From an optimization exercise on the open Yosys and OpenROAD flow, aimed at small area, a short achievable clock period and few clock cycles per item; shortcuts taken in it are not production practice. No run shown here included a check of the RTL's function; only the layout flow was run. Power and IR drop assume default switching activity.

--- standard.sh ---
#!/bin/bash
# synth_recipe.tcl (not shown) runs the flow's synth.tcl, then flattens the netlist and writes it again
# the make line also repeats each setting of config.mk as NAME=value (left out here)
make -C /OpenROAD-flow-scripts/flow DESIGN_CONFIG=/design/flow/config.mk WORK_HOME=/design/flow/orfs CLKGATE_MAP_FILE= SYNTH_SCRIPT=/design/flow/synth_recipe.tcl "${@:-finish}"
--- design.v ---
`timescale 1ns/1ns
`default_nettype none
module carry_select_adder #(
    parameter int WIDTH = 64
) (
    input  logic             clk,
    input  logic             arst_n,
    input  logic             in_valid,
    input  logic             cin,
    input  logic [WIDTH-1:0] a,
    input  logic [WIDTH-1:0] b,
    output logic             out_valid,
    output logic             cout,
    output logic [WIDTH-1:0] sum
);
    logic [63:0] p;
    logic [63:0] g0;
    logic [63:0] p0;
    logic [64:0] c;
    logic [63:0] s;
    assign p = a ^ b;
    assign g0 = {a[63:1] & b[63:1], (a[0] & b[0]) | (p[0] & cin)};
    assign p0 = {p[63:1], 1'b0};
    wire g_1_1 = g0[1] | (p0[1] & g0[0]);
    wire p_1_1 = p0[1] & p0[0];
    wire g_1_3 = g0[3] | (p0[3] & g0[2]);
    wire p_1_3 = p0[3] & p0[2];
    wire g_1_5 = g0[5] | (p0[5] & g0[4]);
    wire p_1_5 = p0[5] & p0[4];
    wire g_1_7 = g0[7] | (p0[7] & g0[6]);
    wire p_1_7 = p0[7] & p0[6];
    wire g_1_9 = g0[9] | (p0[9] & g0[8]);
    wire p_1_9 = p0[9] & p0[8];
    wire g_1_11 = g0[11] | (p0[11] & g0[10]);
    wire p_1_11 = p0[11] & p0[10];
    wire g_1_13 = g0[13] | (p0[13] & g0[12]);
    wire p_1_13 = p0[13] & p0[12];
    wire g_1_15 = g0[15] | (p0[15] & g0[14]);
    wire p_1_15 = p0[15] & p0[14];
    wire g_1_17 = g0[17] | (p0[17] & g0[16]);
    wire p_1_17 = p0[17] & p0[16];
    wire g_1_19 = g0[19] | (p0[19] & g0[18]);
    wire p_1_19 = p0[19] & p0[18];
    wire g_1_21 = g0[21] | (p0[21] & g0[20]);
    wire p_1_21 = p0[21] & p0[20];
    wire g_1_23 = g0[23] | (p0[23] & g0[22]);
    wire p_1_23 = p0[23] & p0[22];
    wire g_1_25 = g0[25] | (p0[25] & g0[24]);
    wire p_1_25 = p0[25] & p0[24];
    wire g_1_27 = g0[27] | (p0[27] & g0[26]);
    wire p_1_27 = p0[27] & p0[26];
    wire g_1_29 = g0[29] | (p0[29] & g0[28]);
    wire p_1_29 = p0[29] & p0[28];
    wire g_1_31 = g0[31] | (p0[31] & g0[30]);
    wire p_1_31 = p0[31] & p0[30];
    wire g_1_33 = g0[33] | (p0[33] & g0[32]);
    wire p_1_33 = p0[33] & p0[32];
    wire g_1_35 = g0[35] | (p0[35] & g0[34]);
    wire p_1_35 = p0[35] & p0[34];
    wire g_1_37 = g0[37] | (p0[37] & g0[36]);
    wire p_1_37 = p0[37] & p0[36];
    wire g_1_39 = g0[39] | (p0[39] & g0[38]);
    wire p_1_39 = p0[39] & p0[38];
    wire g_1_41 = g0[41] | (p0[41] & g0[40]);
    wire p_1_41 = p0[41] & p0[40];
    wire g_1_43 = g0[43] | (p0[43] & g0[42]);
    wire p_1_43 = p0[43] & p0[42];
    wire g_1_45 = g0[45] | (p0[45] & g0[44]);
    wire p_1_45 = p0[45] & p0[44];
    wire g_1_47 = g0[47] | (p0[47] & g0[46]);
    wire p_1_47 = p0[47] & p0[46];
    wire g_1_49 = g0[49] | (p0[49] & g0[48]);
    wire p_1_49 = p0[49] & p0[48];
    wire g_1_51 = g0[51] | (p0[51] & g0[50]);
    wire p_1_51 = p0[51] & p0[50];
    wire g_1_53 = g0[53] | (p0[53] & g0[52]);
    wire p_1_53 = p0[53] & p0[52];
    wire g_1_55 = g0[55] | (p0[55] & g0[54]);
    wire p_1_55 = p0[55] & p0[54];
    wire g_1_57 = g0[57] | (p0[57] & g0[56]);
    wire p_1_57 = p0[57] & p0[56];
    wire g_1_59 = g0[59] | (p0[59] & g0[58]);
    wire p_1_59 = p0[59] & p0[58];
    wire g_1_61 = g0[61] | (p0[61] & g0[60]);
    wire p_1_61 = p0[61] & p0[60];
    wire g_1_63 = g0[63] | (p0[63] & g0[62]);
    wire p_1_63 = p0[63] & p0[62];
    wire g_2_3 = g_1_3 | (p_1_3 & g_1_1);
    wire p_2_3 = p_1_3 & p_1_1;
    wire g_2_7 = g_1_7 | (p_1_7 & g_1_5);
    wire p_2_7 = p_1_7 & p_1_5;
    wire g_2_11 = g_1_11 | (p_1_11 & g_1_9);
    wire p_2_11 = p_1_11 & p_1_9;
    wire g_2_15 = g_1_15 | (p_1_15 & g_1_13);
    wire p_2_15 = p_1_15 & p_1_13;
    wire g_2_19 = g_1_19 | (p_1_19 & g_1_17);
    wire p_2_19 = p_1_19 & p_1_17;
    wire g_2_23 = g_1_23 | (p_1_23 & g_1_21);
    wire p_2_23 = p_1_23 & p_1_21;
    wire g_2_27 = g_1_27 | (p_1_27 & g_1_25);
    wire p_2_27 = p_1_27 & p_1_25;
    wire g_2_31 = g_1_31 | (p_1_31 & g_1_29);
    wire p_2_31 = p_1_31 & p_1_29;
    wire g_2_35 = g_1_35 | (p_1_35 & g_1_33);
    wire p_2_35 = p_1_35 & p_1_33;
    wire g_2_39 = g_1_39 | (p_1_39 & g_1_37);
    wire p_2_39 = p_1_39 & p_1_37;
    wire g_2_43 = g_1_43 | (p_1_43 & g_1_41);
    wire p_2_43 = p_1_43 & p_1_41;
    wire g_2_47 = g_1_47 | (p_1_47 & g_1_45);
    wire p_2_47 = p_1_47 & p_1_45;
    wire g_2_51 = g_1_51 | (p_1_51 & g_1_49);
    wire p_2_51 = p_1_51 & p_1_49;
    wire g_2_55 = g_1_55 | (p_1_55 & g_1_53);
    wire p_2_55 = p_1_55 & p_1_53;
    wire g_2_59 = g_1_59 | (p_1_59 & g_1_57);
    wire p_2_59 = p_1_59 & p_1_57;
    wire g_2_63 = g_1_63 | (p_1_63 & g_1_61);
    wire p_2_63 = p_1_63 & p_1_61;
    wire g_3_7 = g_2_7 | (p_2_7 & g_2_3);
    wire p_3_7 = p_2_7 & p_2_3;
    wire g_3_15 = g_2_15 | (p_2_15 & g_2_11);
    wire p_3_15 = p_2_15 & p_2_11;
    wire g_3_23 = g_2_23 | (p_2_23 & g_2_19);
    wire p_3_23 = p_2_23 & p_2_19;
    wire g_3_31 = g_2_31 | (p_2_31 & g_2_27);
    wire p_3_31 = p_2_31 & p_2_27;
    wire g_3_39 = g_2_39 | (p_2_39 & g_2_35);
    wire p_3_39 = p_2_39 & p_2_35;
    wire g_3_47 = g_2_47 | (p_2_47 & g_2_43);
    wire p_3_47 = p_2_47 & p_2_43;
    wire g_3_55 = g_2_55 | (p_2_55 & g_2_51);
    wire p_3_55 = p_2_55 & p_2_51;
    wire g_3_63 = g_2_63 | (p_2_63 & g_2_59);
    wire p_3_63 = p_2_63 & p_2_59;
    wire g_4_15 = g_3_15 | (p_3_15 & g_3_7);
    wire p_4_15 = p_3_15 & p_3_7;
    wire g_4_31 = g_3_31 | (p_3_31 & g_3_23);
    wire p_4_31 = p_3_31 & p_3_23;
    wire g_4_47 = g_3_47 | (p_3_47 & g_3_39);
    wire p_4_47 = p_3_47 & p_3_39;
    wire g_4_63 = g_3_63 | (p_3_63 & g_3_55);
    wire p_4_63 = p_3_63 & p_3_55;
    wire g_5_31 = g_4_31 | (p_4_31 & g_4_15);
    wire p_5_31 = p_4_31 & p_4_15;
    wire g_5_63 = g_4_63 | (p_4_63 & g_4_47);
    wire p_5_63 = p_4_63 & p_4_47;
    wire g_6_63 = g_5_63 | (p_5_63 & g_5_31);
    wire p_6_63 = p_5_63 & p_5_31;
    wire g_7_47 = g_4_47 | (p_4_47 & g_5_31);
    wire p_7_47 = p_4_47 & p_5_31;
    wire g_8_23 = g_3_23 | (p_3_23 & g_4_15);
    wire p_8_23 = p_3_23 & p_4_15;
    wire g_8_39 = g_3_39 | (p_3_39 & g_5_31);
    wire p_8_39 = p_3_39 & p_5_31;
    wire g_8_55 = g_3_55 | (p_3_55 & g_7_47);
    wire p_8_55 = p_3_55 & p_7_47;
    wire g_9_11 = g_2_11 | (p_2_11 & g_3_7);
    wire p_9_11 = p_2_11 & p_3_7;
    wire g_9_19 = g_2_19 | (p_2_19 & g_4_15);
    wire p_9_19 = p_2_19 & p_4_15;
    wire g_9_27 = g_2_27 | (p_2_27 & g_8_23);
    wire p_9_27 = p_2_27 & p_8_23;
    wire g_9_35 = g_2_35 | (p_2_35 & g_5_31);
    wire p_9_35 = p_2_35 & p_5_31;
    wire g_9_43 = g_2_43 | (p_2_43 & g_8_39);
    wire p_9_43 = p_2_43 & p_8_39;
    wire g_9_51 = g_2_51 | (p_2_51 & g_7_47);
    wire p_9_51 = p_2_51 & p_7_47;
    wire g_9_59 = g_2_59 | (p_2_59 & g_8_55);
    wire p_9_59 = p_2_59 & p_8_55;
    wire g_10_5 = g_1_5 | (p_1_5 & g_2_3);
    wire p_10_5 = p_1_5 & p_2_3;
    wire g_10_9 = g_1_9 | (p_1_9 & g_3_7);
    wire p_10_9 = p_1_9 & p_3_7;
    wire g_10_13 = g_1_13 | (p_1_13 & g_9_11);
    wire p_10_13 = p_1_13 & p_9_11;
    wire g_10_17 = g_1_17 | (p_1_17 & g_4_15);
    wire p_10_17 = p_1_17 & p_4_15;
    wire g_10_21 = g_1_21 | (p_1_21 & g_9_19);
    wire p_10_21 = p_1_21 & p_9_19;
    wire g_10_25 = g_1_25 | (p_1_25 & g_8_23);
    wire p_10_25 = p_1_25 & p_8_23;
    wire g_10_29 = g_1_29 | (p_1_29 & g_9_27);
    wire p_10_29 = p_1_29 & p_9_27;
    wire g_10_33 = g_1_33 | (p_1_33 & g_5_31);
    wire p_10_33 = p_1_33 & p_5_31;
    wire g_10_37 = g_1_37 | (p_1_37 & g_9_35);
    wire p_10_37 = p_1_37 & p_9_35;
    wire g_10_41 = g_1_41 | (p_1_41 & g_8_39);
    wire p_10_41 = p_1_41 & p_8_39;
    wire g_10_45 = g_1_45 | (p_1_45 & g_9_43);
    wire p_10_45 = p_1_45 & p_9_43;
    wire g_10_49 = g_1_49 | (p_1_49 & g_7_47);
    wire p_10_49 = p_1_49 & p_7_47;
    wire g_10_53 = g_1_53 | (p_1_53 & g_9_51);
    wire p_10_53 = p_1_53 & p_9_51;
    wire g_10_57 = g_1_57 | (p_1_57 & g_8_55);
    wire p_10_57 = p_1_57 & p_8_55;
    wire g_10_61 = g_1_61 | (p_1_61 & g_9_59);
    wire p_10_61 = p_1_61 & p_9_59;
    wire g_11_2 = g0[2] | (p0[2] & g_1_1);
    wire p_11_2 = p0[2] & p_1_1;
    wire g_11_4 = g0[4] | (p0[4] & g_2_3);
    wire p_11_4 = p0[4] & p_2_3;
    wire g_11_6 = g0[6] | (p0[6] & g_10_5);
    wire p_11_6 = p0[6] & p_10_5;
    wire g_11_8 = g0[8] | (p0[8] & g_3_7);
    wire p_11_8 = p0[8] & p_3_7;
    wire g_11_10 = g0[10] | (p0[10] & g_10_9);
    wire p_11_10 = p0[10] & p_10_9;
    wire g_11_12 = g0[12] | (p0[12] & g_9_11);
    wire p_11_12 = p0[12] & p_9_11;
    wire g_11_14 = g0[14] | (p0[14] & g_10_13);
    wire p_11_14 = p0[14] & p_10_13;
    wire g_11_16 = g0[16] | (p0[16] & g_4_15);
    wire p_11_16 = p0[16] & p_4_15;
    wire g_11_18 = g0[18] | (p0[18] & g_10_17);
    wire p_11_18 = p0[18] & p_10_17;
    wire g_11_20 = g0[20] | (p0[20] & g_9_19);
    wire p_11_20 = p0[20] & p_9_19;
    wire g_11_22 = g0[22] | (p0[22] & g_10_21);
    wire p_11_22 = p0[22] & p_10_21;
    wire g_11_24 = g0[24] | (p0[24] & g_8_23);
    wire p_11_24 = p0[24] & p_8_23;
    wire g_11_26 = g0[26] | (p0[26] & g_10_25);
    wire p_11_26 = p0[26] & p_10_25;
    wire g_11_28 = g0[28] | (p0[28] & g_9_27);
    wire p_11_28 = p0[28] & p_9_27;
    wire g_11_30 = g0[30] | (p0[30] & g_10_29);
    wire p_11_30 = p0[30] & p_10_29;
    wire g_11_32 = g0[32] | (p0[32] & g_5_31);
    wire p_11_32 = p0[32] & p_5_31;
    wire g_11_34 = g0[34] | (p0[34] & g_10_33);
    wire p_11_34 = p0[34] & p_10_33;
    wire g_11_36 = g0[36] | (p0[36] & g_9_35);
    wire p_11_36 = p0[36] & p_9_35;
    wire g_11_38 = g0[38] | (p0[38] & g_10_37);
    wire p_11_38 = p0[38] & p_10_37;
    wire g_11_40 = g0[40] | (p0[40] & g_8_39);
    wire p_11_40 = p0[40] & p_8_39;
    wire g_11_42 = g0[42] | (p0[42] & g_10_41);
    wire p_11_42 = p0[42] & p_10_41;
    wire g_11_44 = g0[44] | (p0[44] & g_9_43);
    wire p_11_44 = p0[44] & p_9_43;
    wire g_11_46 = g0[46] | (p0[46] & g_10_45);
    wire p_11_46 = p0[46] & p_10_45;
    wire g_11_48 = g0[48] | (p0[48] & g_7_47);
    wire p_11_48 = p0[48] & p_7_47;
    wire g_11_50 = g0[50] | (p0[50] & g_10_49);
    wire p_11_50 = p0[50] & p_10_49;
    wire g_11_52 = g0[52] | (p0[52] & g_9_51);
    wire p_11_52 = p0[52] & p_9_51;
    wire g_11_54 = g0[54] | (p0[54] & g_10_53);
    wire p_11_54 = p0[54] & p_10_53;
    wire g_11_56 = g0[56] | (p0[56] & g_8_55);
    wire p_11_56 = p0[56] & p_8_55;
    wire g_11_58 = g0[58] | (p0[58] & g_10_57);
    wire p_11_58 = p0[58] & p_10_57;
    wire g_11_60 = g0[60] | (p0[60] & g_9_59);
    wire p_11_60 = p0[60] & p_9_59;
    wire g_11_62 = g0[62] | (p0[62] & g_10_61);
    wire p_11_62 = p0[62] & p_10_61;
    assign c[0] = cin;
    assign c[1] = g0[0];
    assign c[2] = g_1_1;
    assign c[3] = g_11_2;
    assign c[4] = g_2_3;
    assign c[5] = g_11_4;
    assign c[6] = g_10_5;
    assign c[7] = g_11_6;
    assign c[8] = g_3_7;
    assign c[9] = g_11_8;
    assign c[10] = g_10_9;
    assign c[11] = g_11_10;
    assign c[12] = g_9_11;
    assign c[13] = g_11_12;
    assign c[14] = g_10_13;
    assign c[15] = g_11_14;
    assign c[16] = g_4_15;
    assign c[17] = g_11_16;
    assign c[18] = g_10_17;
    assign c[19] = g_11_18;
    assign c[20] = g_9_19;
    assign c[21] = g_11_20;
    assign c[22] = g_10_21;
    assign c[23] = g_11_22;
    assign c[24] = g_8_23;
    assign c[25] = g_11_24;
    assign c[26] = g_10_25;
    assign c[27] = g_11_26;
    assign c[28] = g_9_27;
    assign c[29] = g_11_28;
    assign c[30] = g_10_29;
    assign c[31] = g_11_30;
    assign c[32] = g_5_31;
    assign c[33] = g_11_32;
    assign c[34] = g_10_33;
    assign c[35] = g_11_34;
    assign c[36] = g_9_35;
    assign c[37] = g_11_36;
    assign c[38] = g_10_37;
    assign c[39] = g_11_38;
    assign c[40] = g_8_39;
    assign c[41] = g_11_40;
    assign c[42] = g_10_41;
    assign c[43] = g_11_42;
    assign c[44] = g_9_43;
    assign c[45] = g_11_44;
    assign c[46] = g_10_45;
    assign c[47] = g_11_46;
    assign c[48] = g_7_47;
    assign c[49] = g_11_48;
    assign c[50] = g_10_49;
    assign c[51] = g_11_50;
    assign c[52] = g_9_51;
    assign c[53] = g_11_52;
    assign c[54] = g_10_53;
    assign c[55] = g_11_54;
    assign c[56] = g_8_55;
    assign c[57] = g_11_56;
    assign c[58] = g_10_57;
    assign c[59] = g_11_58;
    assign c[60] = g_9_59;
    assign c[61] = g_11_60;
    assign c[62] = g_10_61;
    assign c[63] = g_11_62;
    assign c[64] = g_6_63;
    assign s = p ^ c[63:0];
    always_ff @(posedge clk or negedge arst_n)
    begin
        if (!arst_n)
        begin
            out_valid <= 1'b0;
        end
        else
        begin
            out_valid <= in_valid;
        end
    end
    always_ff @(posedge clk)
    begin
        {cout, sum} <= {c[64], s};
    end
endmodule
`default_nettype wire
--- flow/run.sh ---
#!/bin/bash
# Standard layout, but the port buffers are plain buf cells instead of the
# delay buffer buffer_ports picks by itself.
set -euo pipefail
cd "$(dirname "$0")/.."
export BUFFER_PORTS_ARGS="-buffer_cell ${PORT_BUF:-sky130_fd_sc_hd__buf_2}"
bash standard.sh > standard_flow.log 2>&1
--- config.mk ---
export PLATFORM = sky130hd
export DESIGN_NAME = carry_select_adder
export DESIGN_NICKNAME = carry_select_adder
export VERILOG_FILES = /design/flow/design.v
export SDC_FILE = /design/flow/constraint.sdc
export NUM_CORES = 4
export LEC_CHECK = 0
export CAP_MARGIN = 20
export CORE_MARGIN = 2
export CORE_UTILIZATION = 40
export SLEW_MARGIN = 20
--- constraint.sdc ---
create_clock -name core_clock -period 3.5 [get_ports {clk}]
set_input_delay 0.7000 -clock core_clock [delete_from_list [all_inputs] [get_ports {clk}]]
set_output_delay 0.7000 -clock core_clock [all_outputs]
set_load 0.01 [all_outputs]
==> out/qor.txt, run 1 <==
combinational power share -> 35.3%
via/cell ratio -> 4.632
Yosys Warn Count -> 1
crit end category -> register
status -> finished clean
critical path startpoint -> cin
Synth Instances -> 367
port bufs -> 197
Seq pwr share -> 40.8%
DRC viols -> 0
CTS tree -> built
WL/cell -> 12.76 µm
simple-gate portion of the synthesized area -> 6.846%
VDD IR max -> 0.1873 mV
drt pass-1 iters -> 4
H-tree levels -> 3
Clk pwr share -> 23.9%
Clock Path Buffers -> 2
hold crit path type -> primary input to async pin
core area -> 9819 µm²
actual slew at the worst max-slew pin -> 449.8 ps
max-cap violations -> 0
PwrDens -> 412.9 nW/µm²
Die Span Y -> 104.7 µm
Nets -> 829
Root Buffer -> clkbuf_8
sequential fraction of the synthesis area -> 32.69%
relative slew slack -> 69.70%
synth unique cells -> 44
total power -> 2.346 mW
setup TNS -> 0 ps
Global Route Usage Sum -> 17.81%
CP Launch Type -> primary input
Antenna Cells -> 0
vias in the first global route -> 3575
Synth Area in Compound Gates -> 14.59%
# fillers -> 929
Synth Net Count -> 594
# setup viols final -> 0
row count -> 36
DR vias -> 3428
Synth Register Bits -> 66
largest family of logic cells by synthesized area -> adder cells
Tmin final -> 3433 ps
CTS sink cnt -> 66
antenna violations before repair -> 0
layout cells sized above 1 -> 44.48%
most frequent cells in the layout -> buf_2, dfxtp_1, ha_1, inv_1, buf_4
Multi-input gate area -> 2659 µm²
CTS buffer count -> 9
period utilization -> 98.09%
Switch Pwr -> 0.7487 mW
post-synthesis adder-cell area fraction -> 35.40%
switching part of the total -> 31.92%
Post-Synth XOR/XNOR Area -> 6.691%
Clock Pin Slew Worst Setup and Hold Paths -> 70 ps
Die X -> 104.7 µm
initial core utilization -> 41.32%
largest net degree at the start of global routing -> 11
Hold Buf Count CTS -> 0
fmax -> 291.3 MHz
WP data arrival -> 3660 ps
CP required -> 3730 ps
Final Routed Wirelength -> 9440 µm
commonest non-fill, non-tap cell in the layout -> buf_2
Final Slew Violations -> 0
register area -> 1326 µm²
Post-DRT Antenna Nets -> 0
first-pass GRT wire length -> 15620 µm
Leak -> 3.013 nW
GP Congestion -> 0.8145
RSZ-0062 raised after global routing -> true
Avg Inst Size Synth -> 11.06 µm²
I/O pin count -> 198
mux contribution to synthesized area -> 0%
Final Hold Viols -> 0
critical path type -> primary input to register
cell-internal power -> 1.597 mW
GRT overflow -> 0
worst-path maximum fanout -> 4
Area growth syn-to-layout -> 40.02%
Detailed Route Iter0 Violations -> 50
synthesized area -> 4058 µm²
DPL Wire Length -> 8168 µm
die area -> 10970 µm²
==> worst max-delay path, cell delays in order <==
cell and delay (ps):
buf_6 100, inv_4 40, fa_2 190, inv_2 40
fa_2 360, a211oi_4 280, o211ai_2 130, nand4b_1 170
a311oi_2 140, o211ai_2 330, a2bb2oi_4 250, and2_4 190
o21bai_1 60, a21o_1 170, fa_2 340, xor2_1 160
==> path summary, 6_finish.rpt <==
| kind | endpoint |
|---|---|
| min in group core_clock | out_valid |
| min | out_valid |
| max | sum[55] |
| max in group asynchronous | out_valid |
==> cell usage after synthesis, drive strengths merged <==
master	n	share of area [%]
nor3	3	0.37
xor2	22	4.7
nand2	14	1.3
fa	33	16
or3	2	0.31
a21oi	22	2.7
nand4	4	0.62
a2bb2oi	2	0.59
a21boi	1	0.19
o31ai	1	0.19
or2	2	0.31
o21bai	5	0.93
a211oi	2	0.37
a21o	23	4.3
nand3	4	0.49
o41ai	2	0.62
and3	1	0.19
nand2b	3	0.46
a311oi	1	0.37
and4	5	1.1
nor2	6	0.56
inv	41	3.8
xnor2	9	1.9
and2	2	0.34
o211ai	4	1.1
dfxtp	65	32
nor2b	2	0.31
a221oi	2	0.43
o21a	1	0.19
a31oi	1	0.15
o21ai	15	2.0
ha	62	19
nand4b	1	0.22
dfrtp	1	0.62
a31o	2	0.43
nor4	1	0.31
==> routing by layer <==
metal | share of wire, % | track usage, % | wire (µm) | up-vias
met2 | 51 | 31.75 | 4771 | 109
met4 | 1.8 | 7.714 | 170 | 0
li1 | - | - | - | 1746
met1 | 41 | 20.19 | 3912 | 1561
met5 | 0 | 0 | 0 | -
met3 | 6.2 | 4.367 | 586 | 12
==> stage by stage <==
stage | hold WS, ps | worst slack [ps] | std cells | util (%) | cell area [µm²]
2_1_floorplan | 404.4 | 10.52 | 367 | - | 4068
3_3_place_gp | 474.5 | -324.9 | 722 | 55.07 | 5408
3_5_place_dp | 475.6 | -440.1 | 722 | 55.07 | 5408
4_1_cts | 105.5 | 33.66 | 739 | 56.93 | 5590
5_1_grt | 107.6 | -113.2 | 740 | 57.86 | 5682
6_report | 127.1 | 66.91 | 740 | 57.86 | 5682
==> state kept, by name (all words and copies together) (netlist names) <==
name       flops
cout           1
sum           64
out_valid      1
==> power groups by stage <==
stage	Clock, mW	Combinational [mW]	Sequential (mW)
CTS	0.585	0.823	0.960
detailed placement	0	0.818	0.975
floorplan	0	0.334	1.07
global placement	0	0.801	0.974
global route	0.613	0.933	0.973
finish	0.561	0.827	0.958
==> area by class of cell <==
cell class,instances,area share [%]
Clock buffer,13,2.621
Timing Repair Buffer,224,21.25
Clock inverter,3,0.2643
Multi-Input combinational cell,260,46.80
Inverter,41,2.797
Tap cell,133,2.929
Sequential cell,66,23.34
==> cell families after synthesis <==
group                      after synthesis
adders and majority gates               95
AOI/OAI and AO/OA                       84
DFF                                     66
and+or+nand+nor                         50
buffers and inverters                   41
xor gates and xnor gates                31
==> repair_timing <==
item,4_1_cts,5_1_grt
endpoints found under the hold margin,0,0
gates resized for setup,1,27
setup endpoints to repair,3,19
pin swaps,3,20
buffers inserted,1,1
==> run 2, diff against run 1 <==
--- a/flow/run.sh
+++ b/flow/run.sh
@@ -4,4 +4,5 @@
 set -euo pipefail
 cd "$(dirname "$0")/.."
 export BUFFER_PORTS_ARGS="-buffer_cell ${PORT_BUF:-sky130_fd_sc_hd__buf_2}"
+export ADDER_MAP_FILE=
 bash standard.sh > standard_flow.log 2>&1
==> run 2 against run 1 <==
Cell count up 23%. Sequential power down 0.6%. Routed wire length up 21%. Synthesized cell count up 11%. Now fails the layout checks on setup timing. Sequential share of layout area down 3.7 points. Critical path depth down 3. Fmax down 7.1%. Combinational power up 29%. Utilization up 11 points. Global-route usage up 3.2 points. Non-clock buffer count up 130. Highest routed layer unchanged. Worst setup slack worse by 260 ps.
==> out/qor.txt, run 2 <==
status -> finished with violations
SO Faults -> setup timing
CTS sink cnt -> 66
CTS tree -> built
Die X -> 103.8 µm
critical path type -> primary input to register
sum of buffers and inverters on the critical path -> 1
most frequent cells in the layout -> buf_2, buf_4, xnor2_1, dfxtp_1, maj3_2
fmax -> 270.5 MHz
Synth Instances -> 408
most frequent CP cell -> maj3_2
# setup viols final -> 4
Clk pwr share -> 24.6%
EDFF count, synth -> 0
Final Hold Viols -> 0
sequential fraction of the synthesis area -> 33.29%
Die Span Y -> 103.8 µm
period utilization -> 105.6%
Global Route Usage Sum -> 21.03%
Area growth syn-to-layout -> 69.35%
Clock Pin Slew Worst Setup and Hold Paths -> 70 ps
Final Slew Violations -> 0
GRT overflow -> 0
CP Launch Type -> primary input
critical path's top delay family -> adder cells
Root Buffer -> clkbuf_8
actual slew at the worst max-slew pin -> 512.5 ps
area share of the largest cell type after synthesis -> 32.66%
port bufs -> 197
total power -> 2.681 mW
most frequent cell after synthesis -> xnor2_1
Main synth FF type -> dfxtp_1
CP max stage cell -> maj3_2
Nets -> 904
GP Congestion -> 0.8672
register area -> 1326 µm²
VDD IR max -> 0.1834 mV
Multi-input gate area -> 2848 µm²
Tmin final -> 3697 ps
relative slew slack -> 65.52%
largest net degree at the start of global routing -> 11
DPL Wire Length -> 9688 µm
Antenna Cells -> 0
drt pass-1 iters -> 4
synthesized area -> 3984 µm²
hold_ws -> 117.7 ps
Final Worst Setup Slack -> -196.6 ps
Final Routed Wirelength -> 11430 µm
switching part of the total -> 30.41%
I/O pin count -> 198
Switch Pwr -> 0.8152 mW
Synth Net Count -> 540
hold crit path type -> primary input to async pin
Post-DRT Antenna Nets -> 0
RSZ-0062 raised after global routing -> true
combinational power share -> 39.9%
placed cell count -> 891
Synth Register Bits -> 66
cell-internal power -> 1.865 mW
commonest non-fill, non-tap cell in the layout -> buf_2
layout cells sized above 1 -> 54.70%
Leak -> 3.030 nW
first-pass GRT wire length -> 18790 µm
max-cap violations -> 0
Largest register FFs -> 64
initial core utilization -> 40.95%
CP required -> 3730 ps
Area contributors post-synth -> dfxtp_1, xnor2_1, maj3_1
WP data arrival -> 3930 ps
crit end category -> register
antenna violations before repair -> 0
PwrDens -> 397.4 nW/µm²
Yosys Warn Count -> 1
CP Cell Sequence -> buf_6 > a21o_4 > a2111oi_4 > nor4_2 > a21o_1 > maj3_2 > maj3_2 > maj3_2 > maj3_2 > maj3_2 > maj3_2 > maj3_2 > xnor2_1
Worst path depth -> 13
Max stage delay on crit path -> 320 ps
WL/cell -> 12.55 µm
Avg Inst Size Synth -> 9.764 µm²
Clock Path Buffers -> 2
vias in the first global route -> 4557
row count -> 36
DRC viols -> 0
Final Util -> 69.34%
H-tree levels -> 3
asr flop ratio synth -> 1.515%
# fillers -> 796
worst-path maximum fanout -> 3
Post-synth top cells -> xnor2_1, dfxtp_1, maj3_1
Seq pwr share -> 35.5%
synth unique cells -> 45
Post-Layout Cell Count -> 910
Detailed Route Iter0 Violations -> 97
core area -> 9729 µm²
CTS buffer count -> 9
die area -> 10770 µm²
DR vias -> 4385
via/cell ratio -> 4.819
dominant cell type by area after synthesis -> dfxtp_1
==> run 2: area by class of cell <==
cell class	instances	area share, %
well taps	133	2.467
flip-flops and latches	66	19.66
clock inverters	2	0.5193
clock buffers	14	2.411
inverters	5	0.2782
repair buffers	354	32.46
multi-input cells	336	42.21
==> run 2: cell families after synthesis <==
family | count (synthesis) | share of synthesized area (%)
XOR/XNOR | 128 | 28.14
AND/OR/NAND/NOR | 76 | 9.925
AO/OA/AOI/OAI | 73 | 12.88
flip-flops | 66 | 33.29
adder cells (fa/ha/maj) | 59 | 15.20
buffers and inverters | 6 | 0.5653
==> run 2: metal layers <==
layer	wire length, µm	share of wire, %	global-route usage [%]	vias to the layer above
met1	4394	38	21.40	2040
met3	661	5.8	4.972	21
met5	0	0	0	-
li1	-	-	-	2199
met4	303	2.7	9.556	0
met2	6065	53	40.35	125
==> run 2: stage by stage <==
stage | worst slack [ps] | setup TNS (ps) | area [µm²]
CTS | -174.6 | -398.0 | 6583
floorplan | -375.4 | -782.7 | 4063
finish | -196.6 | -268.6 | 6746
detailed placement | -550.5 | -6127 | 6367
global placement | -506.6 | -5355 | 6367
global route | -295.9 | -996.9 | 6746
==> run 2: repair_timing <==
action,in CTS,in global routing
buffers inserted,0,3
pin swaps,7,13
resized for setup,2,26
endpoints found under the setup margin,5,16
hold buffers,0,0
cloned,0,0
==> run 2: worst max path at each step <==
stage | start | endpoint | slack [ps]
after CTS | a[4] | sum[15] | -170
after detailed placement | a[4] | sum[15] | -550
final | a[4] | sum[15] | -200
after floorplan | a[4] | sum[15] | -380
after global placement | b[1] | sum[47] | -510
after global routing | a[4] | sum[15] | -300
==> run 2: power by group through the flow <==
stage	registers, mW	logic [mW]	clock network, mW
final	0.952	1.07	0.658
after floorplan	1.06	0.391	0
after CTS	0.955	1.05	0.677
after global routing	0.965	1.16	0.704
after global placement	0.968	1.02	0
after detailed placement	0.971	1.05	0
==> run 3, diff against run 2 <==
--- a/config.mk
+++ b/config.mk
@@ -5,6 +5,7 @@
 export SDC_FILE = /design/flow/constraint.sdc
 export NUM_CORES = 4
 export LEC_CHECK = 0
+export ABC_AREA = 1
 export CAP_MARGIN = 20
 export CORE_MARGIN = 2
 export CORE_UTILIZATION = 40
==> run 3 against run 2 <==
The run now finishes clean. Fmax increased by 55%. Combinational power down about 30%. Design area fell by 21%. Critical path depth is 8 higher. Global-route usage fell by 2.5 points. Largest power group is now sequential cells. Highest routed layer unchanged.
==> out/qor.txt, run 3 <==
status -> finished clean
GRT overflow -> 0
Main synth FF type -> dfxtp_1
dominant cell type by area after synthesis -> dfxtp_1
Tmin final -> 2378 ps
critical path type -> primary input to register
Area contributors post-synth -> dfxtp_1, nand2_1, nor2_1
Setup WS pre-CTS -> 735.7 ps
Die Span Y -> 103.7 µm
CTS tree -> built
row count -> 36
H-tree levels -> 3
most frequent cell after synthesis -> nand2_1
I/O pin count -> 198
worst-path maximum fanout -> 6
antenna violations before repair -> 0
hold crit path type -> primary input to async pin
max-cap violations -> 0
area share of the largest cell type after synthesis -> 32.72%
total power -> 2.356 mW
post-cts resize count -> 0
DRC viols -> 0
synthesized area -> 3976 µm²
# setup viols final -> 0
die area -> 10750 µm²
layout cells sized above 1 -> 30.21%
CTS buffer count -> 9
Antenna Cells -> 0
hold_ws -> 115.9 ps
vias in the first global route -> 4046
actual slew at the worst max-slew pin -> 376.9 ps
RSZ-0062 raised after global routing -> false
largest net degree at the start of global routing -> 12
relative slew slack -> 74.72%
crit end category -> register
Synth Instances -> 608
Avg Inst Size Synth -> 6.540 µm²
Final Util -> 54.85%
core area -> 9729 µm²
Die X -> 103.7 µm
CTS sink cnt -> 66
commonest non-fill, non-tap cell in the layout -> buf_2
Largest register FFs -> 64
Global Route Usage Sum -> 18.53%
Hold Buf Count CTS -> 0
drt pass-1 iters -> 4
via/cell ratio -> 4.398
CP Launch Type -> primary input
Clock Path Buffers -> 2
VDD IR max -> 0.1943 mV
setup TNS -> 0 ps
Synth Net Count -> 740
GP Congestion -> 0.7949
Final Worst Setup Slack -> 1122 ps
initial core utilization -> 40.87%
Multi-input gate area -> 2350 µm²
period utilization -> 67.94%
WP data arrival -> 2620 ps
asr flop ratio synth -> 1.515%
DR vias -> 4196
Final Routed Wirelength -> 9586 µm
Post-synth top cells -> nand2_1, nor2_1, inv_1
WL/cell -> 10.05 µm
fmax -> 420.5 MHz
Root Buffer -> clkbuf_8
Nets -> 948
Post-DRT Antenna Nets -> 0
first-pass GRT wire length -> 16530 µm
most frequent CP cell -> nand2_2
Max stage delay on crit path -> 220 ps
sequential fraction of the synthesis area -> 33.35%
Clock Pin Slew Worst Setup and Hold Paths -> 70 ps
# fillers -> 1027
port bufs -> 197
Area growth syn-to-layout -> 34.20%
synth unique cells -> 29
Leak -> 3.101 nW
setup repair bufs after CTS -> 0
EDFF count, synth -> 0
Synth Register Bits -> 66
Final Hold Viols -> 0
Detailed Route Iter0 Violations -> 173
CP max stage cell -> nor2_1
Final Slew Violations -> 0
DPL Wire Length -> 8219 µm
register area -> 1326 µm²
most frequent cells in the layout -> buf_2, nand2_1, nor2_1, inv_1, dfxtp_1
PwrDens -> 441.6 nW/µm²
Yosys Warn Count -> 1
CP Cell Sequence -> buf_2 > nand2_1 > inv_1 > nor2_1 > a21oi_1 > o21ai_1 > nand2_1 > a21oi_1 > nor2_1 > nand2_4 > nand2_2 > nand2_4 > nand2_2 > nand2_4 > nand2_2 > nand2_4 > nand2_2 > nand2_2 > nand2_2 > nand3_1 > nand2_1
CP required -> 3750 ps
## run 3: cell count changes after synthesis, sizes merged, moves of 9 or more
cell	change
inv	+75
nor2	+118
maj3	-59
a21oi	+40
xnor2	-89
nor4	-9
nand2	+146
xor2	+26
nand3	+13
## run 3: worst paths after layout
| kind | slack (ps) | start | cells past startpoint | endpoint |
|---|---|---|---|---|
| hold / removal | 120 | arst_n | 1 | out_valid |
| max in group asynchronous | 3300 | arst_n | 1 | out_valid |
| setup / recovery | 1120 | a[17] | 21 | sum[63] |
| min in group core_clock | 460 | in_valid | 1 | out_valid |
## run 3: logic make-up after synthesis
| family | count (synthesis) | share of synthesized area [%] |
|---|---|---|
| AOI/OAI and AO/OA | 77 | 10.82 |
| DFF | 66 | 33.35 |
| buffers and inverters | 80 | 7.552 |
| and+or+nand+nor | 320 | 33.95 |
| xor gates and xnor gates | 65 | 14.32 |
## run 3: worst max-delay path: cells and delay by family
kind / cells / cell delay [ps]
buffers and inverters: 2 / 150
AOI/OAI and AO/OA: 3 / 450
and+or+nand+nor: 16 / 1310
## run 3: power by group
group | internal [mW] | total, mW | switching, mW | leakage (nW)
clock network | 0.387 | 0.675 | 0.287 | 0.107
registers | 0.901 | 0.934 | 0.0334 | 0.560
logic | 0.319 | 0.748 | 0.428 | 2.43
## run 3: metrics by stage
stage | std cells | cell area [µm²]
floorplan | 608 | 3976
global placement | 938 | 5129
detailed placement | 938 | 5129
CTS | 954 | 5336
global route | 954 | 5336
finish | 954 | 5336
## run 3: layout make-up
| type | instances | share of cell area, % |
|---|---|---|
| Multi-Input combinational cell | 462 | 44.03 |
| Tap cell | 133 | 3.118 |
| Timing Repair Buffer | 197 | 18.48 |
| Clock inverter | 2 | 0.6565 |
| Sequential cell | 66 | 24.85 |
| Clock buffer | 14 | 3.236 |
| Inverter | 80 | 5.627 |
## run 3: layer usage
layer / GRT usage, % / part of all wire (%) / vias up
li1: - / - / 2287
met1: 20.09 / 41 / 1773
met2: 33.44 / 49 / 122
met3: 5.538 / 7.8 / 14
met4: 7.915 / 1.9 / 0
met5: 0 / 0 / -

## port drivers added, routing unchanged
In the flow no input, the clock included, has a driving cell. The finished layouts below were timed again as built, in two steps.
Step 1 (the two cells are an assumption about what drives the block):
set clk [get_ports {clk}]
set_driving_cell -lib_cell sky130_fd_sc_hd__clkbuf_16 $clk
set_driving_cell -lib_cell sky130_fd_sc_hd__buf_2 [delete_from_list [all_inputs] $clk]
Step 2 adds t to the input delays and takes it off the output delays; t is the mean of the earliest and latest rising clock arrival at the registers after step 1. Input paths then give back, and output paths get back, about the clock's delay inside the block.
Three values: ideal ports, drivers, drivers and shift; two values: the first two.
run | t, ns | slack for setup (ns) | clock arrival spread, ns
run 1 | 0.368 | 0.067 / 0.069 / -0.300 | 0.010 / 0.009
run 2 | 0.373 | -0.197 / -0.196 / -0.569 | 0.011 / 0.011
run 3 | 0.371 | 1.122 / 1.136 / 0.765 | 0.012 / 0.012
With both steps, setup timing fails in run 1, where it was met with ideal ports. For run 2, which loses most, drivers alone change the setup slack by +0.001 ns; drivers and shift together by -0.372 ns.
